Context: an optimization exercise on an open-source flow, tuned for small area, a short achievable clock period and few clock cycles. The choices shown serve that exercise and are no tape-out recipe. In this exercise RTL edits were held to simulation tests only and were not proved equivalent to the original. Power is estimated from default activity; no workload was simulated.

## acpi_ec_host_interface
module acpi_ec_host_interface (
	input  logic               clk,
	input  logic               arst_n,
	input  logic               cmd_valid,
	output logic               cmd_stall,
	input  logic [10:0]        cmd_i,
	output logic               res_valid,
	input  logic               res_stall,
	output logic [12:0]        res_o,
	input  logic               psel,
	input  logic               penable,
	input  logic               pwrite,
	input  logic [aechi_pkg::PADDR_W-1:0] paddr,
	input  logic [aechi_pkg::PDATA_W-1:0] pwdata,
	output logic [aechi_pkg::PDATA_W-1:0] prdata,
	output logic               pready
);
	logic acpi_en_q;
	always_ff @(posedge clk or negedge arst_n) begin
		if (!arst_n) begin
			acpi_en_q <= 1'b0;
		end else if (psel && penable && pwrite && !paddr[2]) begin
			acpi_en_q <= pwdata[0];
		end
	end
	assign pready = 1'b1;
	assign prdata = {31'b0, acpi_en_q && !paddr[2]};
	logic            v1_q, v2_q;
	logic [7:0]      b;
	logic            aw;
	logic [7:0][7:0] rp_q, ec_part;
	logic [7:0]      ec_rd;
	logic [12:0]     res_q, res_nxt;
	logic            step, in_fire;
	logic k_rd, k_wr, k_bon, k_boff, k_q, k_cmd, k_data, k_ev, k_to;
	logic n_rd, n_wr, n_bon, n_boff, n_q, n_cmd, n_data, n_ev, n_to;
	logic n_wrd;
	logic [1:0] ph_q, ph_nxt, ph_after;
	assign cmd_stall = v1_q && v2_q && res_stall;
	assign in_fire   = cmd_valid && !cmd_stall;
	assign step      = v1_q && (!v2_q || !res_stall);
	assign res_valid = v2_q;
	assign res_o     = res_q;
	always_comb begin
		n_cmd  = cmd_i[10:9] == OP_COMMAND;
		n_data = cmd_i[10:9] == OP_DATA;
		n_ev   = cmd_i[10:9] == OP_EVENT;
		n_to   = cmd_i[10:9] == OP_TIMEOUT;
  ...
For scale: roughly 5100 cells after synthesis, roughly 100 I/O pins.
make LEC_CHECK=0 CAP_MARGIN=20 CORE_MARGIN=2 CORE_UTILIZATION=45 CTS_BUF_LIST=sky130_fd_sc_hd__clkbuf_16 CTS_CLUSTER_DIAMETER=80 CTS_CLUSTER_SIZE=20 SETUP_SLACK_MARGIN=2.0 SLEW_MARGIN=20 finish   # period 4.0 ns
run.sh (not shown) runs the stock make flow with config.mk's settings and CLKGATE_MAP_FILE= SYNTH_SCRIPT=/design/flow/synth_recipe.tcl, a recipe that flattens the netlist after the stock synthesis.
The starting point ran to the end with no violations.
Testbench counts at the start, summed over its fixed seeds: cycles 18,250.
==> next run, changes <==
- SETUP_SLACK_MARGIN: 2.0 -> 1.7
Effect: Die area stays the same. Fmax went down by 4.1%. Final area went down by 4.2%. Power went down by 1.8%. Flip-flop and latch count does not change. Global-route usage went down by 1.1 points.

The RTL this note starts from:
==> flow/design.v <==
package aechi_pkg;
	localparam int QUEUE_DEPTH = 16;
	localparam int QIDX_W      = 4;
	localparam int EC_DEPTH  = 256;
	localparam int EC_ADDR_W = 8;
	localparam int PADDR_W = 3;
	localparam int PDATA_W = 32;
	localparam logic [7:0] CMD_READ      = 8'h80;
	localparam logic [7:0] CMD_WRITE     = 8'h81;
	localparam logic [7:0] CMD_BURST_ON  = 8'h82;
	localparam logic [7:0] CMD_BURST_OFF = 8'h83;
	localparam logic [7:0] CMD_QUERY     = 8'h84;
	localparam logic [7:0] BURST_ACK     = 8'h90;
	localparam logic [1:0] OP_COMMAND = 2'd0;
	localparam logic [1:0] OP_DATA    = 2'd1;
	localparam logic [1:0] OP_EVENT   = 2'd2;
	localparam logic [1:0] OP_TIMEOUT = 2'd3;
	localparam logic [1:0] PH_NONE  = 2'd0;   
	localparam logic [1:0] PH_RADDR = 2'd1;   
	localparam logic [1:0] PH_WADDR = 2'd2;   
	localparam logic [1:0] PH_WDATA = 2'd3;   
endpackage
module aechi_ram (
	input  logic       clk,
	input  logic       clr,
	input  logic       wr_en,
	input  logic [7:0] wr_addr,
	input  logic [7:0] wr_data,
	input  logic [5:0] rd_addr,
	output logic [3:0][7:0] rd_part
);
	logic [7:0]  mem_q [256];
	logic [15:0] whi, wlo;
	logic [7:0]  wd;
	always_comb begin
		for (int i = 0; i < 16; i++) begin
			whi[i] = clr || (wr_en && wr_addr[7:4] == 4'(i));
			wlo[i] = clr || (wr_addr[3:0] == 4'(i));
		end
		wd = clr ? 8'h00 : wr_data;
	end
	always_ff @(posedge clk) begin
		for (int i = 0; i < 256; i++) begin
			if (whi[i / 16] && wlo[i % 16]) begin
				mem_q[i] <= wd;
			end
		end
	end
	always_comb begin
		for (int g = 0; g < 4; g++) begin
			rd_part[g] = mem_q[{2'(g), rd_addr}];
		end
	end
endmodule
import aechi_pkg::*;
module acpi_ec_host_interface (
	input  logic               clk,
	input  logic               arst_n,
	input  logic               cmd_valid,
	output logic               cmd_stall,
	input  logic [10:0]        cmd_i,
	output logic               res_valid,
	input  logic               res_stall,
	output logic [12:0]        res_o,
	input  logic               psel,
	input  logic               penable,
	input  logic               pwrite,
	input  logic [aechi_pkg::PADDR_W-1:0] paddr,
	input  logic [aechi_pkg::PDATA_W-1:0] pwdata,
	output logic [aechi_pkg::PDATA_W-1:0] prdata,
	output logic               pready
);
	logic acpi_en_q;
	always_ff @(posedge clk or negedge arst_n) begin
		if (!arst_n) begin
			acpi_en_q <= 1'b0;
		end else if (psel && penable && pwrite && !paddr[2]) begin
			acpi_en_q <= pwdata[0];
		end
	end
	assign pready = 1'b1;
	assign prdata = {31'b0, acpi_en_q && !paddr[2]};
	logic            clr_q;
	logic            v1_q, v2_q;
	logic [7:0]      b;
	logic            aw;
	logic [3:0][7:0] rp_q, ec_part;
	logic [7:0]      ec_rd;
	logic [12:0]     res_q, res_nxt;
	logic            step, in_fire;
	logic k_rd, k_wr, k_bon, k_boff, k_q, k_cmd, k_data, k_ev, k_to;
	logic n_rd, n_wr, n_bon, n_boff, n_q, n_cmd, n_data, n_ev, n_to;
	logic wr_q, n_wrd;
	logic [1:0] ph_q, ph_nxt, ph_after;
	assign cmd_stall = clr_q || (v1_q && v2_q && res_stall);
	assign in_fire   = cmd_valid && !cmd_stall;
	assign step      = v1_q && (!v2_q || !res_stall);
	assign res_valid = v2_q;
	assign res_o     = res_q;
	always_comb begin
		n_cmd  = cmd_i[10:9] == OP_COMMAND;
		n_data = cmd_i[10:9] == OP_DATA;
		n_ev   = cmd_i[10:9] == OP_EVENT;
		n_to   = cmd_i[10:9] == OP_TIMEOUT;
		n_rd   = n_cmd && cmd_i[8:1] == CMD_READ;
		n_wr   = n_cmd && cmd_i[8:1] == CMD_WRITE;
		n_bon  = n_cmd && cmd_i[8:1] == CMD_BURST_ON;
		n_boff = n_cmd && cmd_i[8:1] == CMD_BURST_OFF;
		n_q    = n_cmd && cmd_i[8:1] == CMD_QUERY;
		ph_after = v1_q ? ph_nxt : ph_q;
		n_wrd    = n_data && ph_after == PH_WDATA;
	end
	always_ff @(posedge clk or negedge arst_n) begin
		if (!arst_n) begin
			v1_q <= 1'b0;
			v2_q <= 1'b0;
			wr_q <= 1'b0;
		end else begin
			if (in_fire) begin
				v1_q <= 1'b1;
				wr_q <= n_wrd;
			end else if (step) begin
				v1_q <= 1'b0;
				wr_q <= 1'b0;
			end
			if (step) begin
				v2_q <= 1'b1;
			end else if (!res_stall) begin
				v2_q <= 1'b0;
			end
		end
	end
	always_ff @(posedge clk) begin
		if (in_fire) begin
			b      <= cmd_i[8:1];
			aw     <= cmd_i[0];
			rp_q   <= ec_part;
			k_cmd  <= n_cmd;
			k_data <= n_data;
			k_ev   <= n_ev;
			k_to   <= n_to;
			k_rd   <= n_rd;
			k_wr   <= n_wr;
			k_bon  <= n_bon;
			k_boff <= n_boff;
			k_q    <= n_q;
		end
		if (step) begin
			res_q <= res_nxt;
		end
	end
	logic [7:0] wa_q, wa_nxt;
	logic       pend_q, pend_nxt;
	logic       burst_q, burst_nxt;
	logic       watch_q, watch_nxt;
	logic [3:0] head_q, head_nxt, tail_q, tail_nxt;
	logic [7:0] ring_q [16];
	always_ff @(posedge clk or negedge arst_n) begin
		if (!arst_n) begin
			clr_q <= 1'b1;
		end else begin
			clr_q <= 1'b0;
		end
	end
	aechi_ram u_ec (
		.clk     (clk),
		.clr     (clr_q),
		.wr_en   (wr_q),
		.wr_addr (wa_q),
		.wr_data (b),
		.rd_addr (cmd_i[6:1]),
		.rd_part (ec_part)
	);
	assign ec_rd = rp_q[b[7:6]];
	always_ff @(posedge clk) begin
		if (v1_q && k_ev) begin
			ring_q[head_q] <= b;
		end
	end
	logic       rv, sci;
	logic [7:0] rb;
	logic       empty;
	logic [3:0] head_inc, tail_inc;
	assign empty    = head_q == tail_q;
	assign head_inc = head_q + 4'd1;
	assign tail_inc = tail_q + 4'd1;
	always_comb begin
		ph_nxt    = ph_q;
		wa_nxt    = wa_q;
		pend_nxt  = pend_q;
		burst_nxt = burst_q;
		watch_nxt = watch_q;
		head_nxt  = head_q;
		tail_nxt  = tail_q;
		rv        = 1'b0;
		rb        = 8'h00;
		sci       = 1'b0;
		if (k_cmd) begin
			ph_nxt = PH_NONE;
		end
		if (k_rd || k_wr) begin
			sci    = 1'b1;
			ph_nxt = k_rd ? PH_RADDR : PH_WADDR;
			if (acpi_en_q && !burst_q) begin
				watch_nxt = 1'b1;
			end
		end
		if (k_bon) begin
			burst_nxt = 1'b1;
			watch_nxt = 1'b1;
			rv        = 1'b1;
			rb        = BURST_ACK;
			sci       = 1'b1;
		end
		if (k_boff) begin
			burst_nxt = 1'b0;
			watch_nxt = 1'b0;
			sci       = 1'b1;
		end
		if (k_q) begin
			if (!empty) begin
				rv       = 1'b1;
				rb       = ring_q[tail_q];
				sci      = 1'b1;
				tail_nxt = tail_inc;
				if (tail_inc == head_q) begin
					pend_nxt = 1'b0;
				end
			end else begin
				pend_nxt = 1'b0;
			end
		end
		if (k_data) begin
			case (ph_q)
				PH_RADDR: begin
					ph_nxt    = PH_NONE;
					rv        = 1'b1;
					rb        = ec_rd;
					sci       = 1'b1;
					watch_nxt = 1'b0;
				end
				PH_WADDR: begin
					ph_nxt = PH_WDATA;
					wa_nxt = b;
					sci    = 1'b1;
				end
				PH_WDATA: begin
					ph_nxt    = PH_NONE;
					sci       = 1'b1;
					watch_nxt = 1'b0;
				end
				default: begin
				end
			endcase
		end
		if (k_ev) begin
			if (head_inc != tail_q) begin
				head_nxt = head_inc;
			end
			if (aw) begin
				pend_nxt = 1'b1;
				sci      = 1'b1;
			end
		end
		if (k_to) begin
			if (burst_q || watch_q) begin
				burst_nxt = 1'b0;
				watch_nxt = 1'b0;
				sci       = 1'b1;
			end
		end
		res_nxt = {rv, rb, sci, pend_nxt, burst_nxt, watch_nxt};
	end
	always_ff @(posedge clk or negedge arst_n) begin
		if (!arst_n) begin
			ph_q    <= PH_NONE;
			wa_q    <= 8'h00;
			pend_q  <= 1'b0;
			burst_q <= 1'b0;
			watch_q <= 1'b0;
			head_q  <= 4'd0;
			tail_q  <= 4'd0;
		end else if (step) begin
			ph_q    <= ph_nxt;
			wa_q    <= wa_nxt;
			pend_q  <= pend_nxt;
			burst_q <= burst_nxt;
			watch_q <= watch_nxt;
			head_q  <= head_nxt;
			tail_q  <= tail_nxt;
		end
	end
endmodule
export LEC_CHECK = 0
export CAP_MARGIN = 20
export CORE_MARGIN = 2
export CORE_UTILIZATION = 40
export CTS_BUF_LIST = sky130_fd_sc_hd__clkbuf_8
export SETUP_SLACK_MARGIN = 1.6
export SLEW_MARGIN = 20
create_clock -name core_clock -period 4.0 [get_ports {clk}]
Testbench counts at the start, summed over its fixed seeds: cycles 18,250.
Then changed:
Settings changed: CORE_UTILIZATION 40 to 60.
Outcome: The changed run completed with no timing, DRC or antenna violations. Routed wire length decreases by 1.8%. Sequential power is about the same. Sequential cell count does not change. Final cell count decreases by 9.9%. Via count increases by 1.0%. Power decreases by 0.61%. Die area decreases by 33%. Count of clock-buffer cells in the layout decreases by 7.

afterwards: timing with drivers on the ports:
The results above use ideal ports. As a check the final layouts listed here were re-extracted and re-timed, cells and wires unchanged.
Step 1 sets driving cells, clkbuf_16 on the clock port and buf_2 on the other inputs (assumed; they add their load-dependent delay and slew).
Step 2 moves the port delays by t, midway between the first and last clock arrival at a register: inputs arrive t later, outputs are due t later. That takes back most of the time a late clock gives input paths.
a / b / c = no drivers / after step 1 / after step 2; a / b = the first two.
run | shift t [ns] | setup WS [ns] | latest minus earliest clock arrival (ns)
the first run of note 1 | 0.911 | 1.690 / 1.612 / 0.794 | 0.048 / 0.049
the second run of note 1 | 0.909 | 1.590 / 1.603 / 0.732 | 0.042 / 0.042
the first run of note 2 | 1.154 | 1.179 / 1.082 / 0.159 | 0.135 / 0.135
the second run of note 2 | 1.117 | 1.286 / 1.243 / 0.345 | 0.081 / 0.081
After both steps every run listed still meets setup and hold. The setup slack of the first run of note 2, which loses most, moves by -0.097 ns with the drivers and by -1.020 ns with both steps.
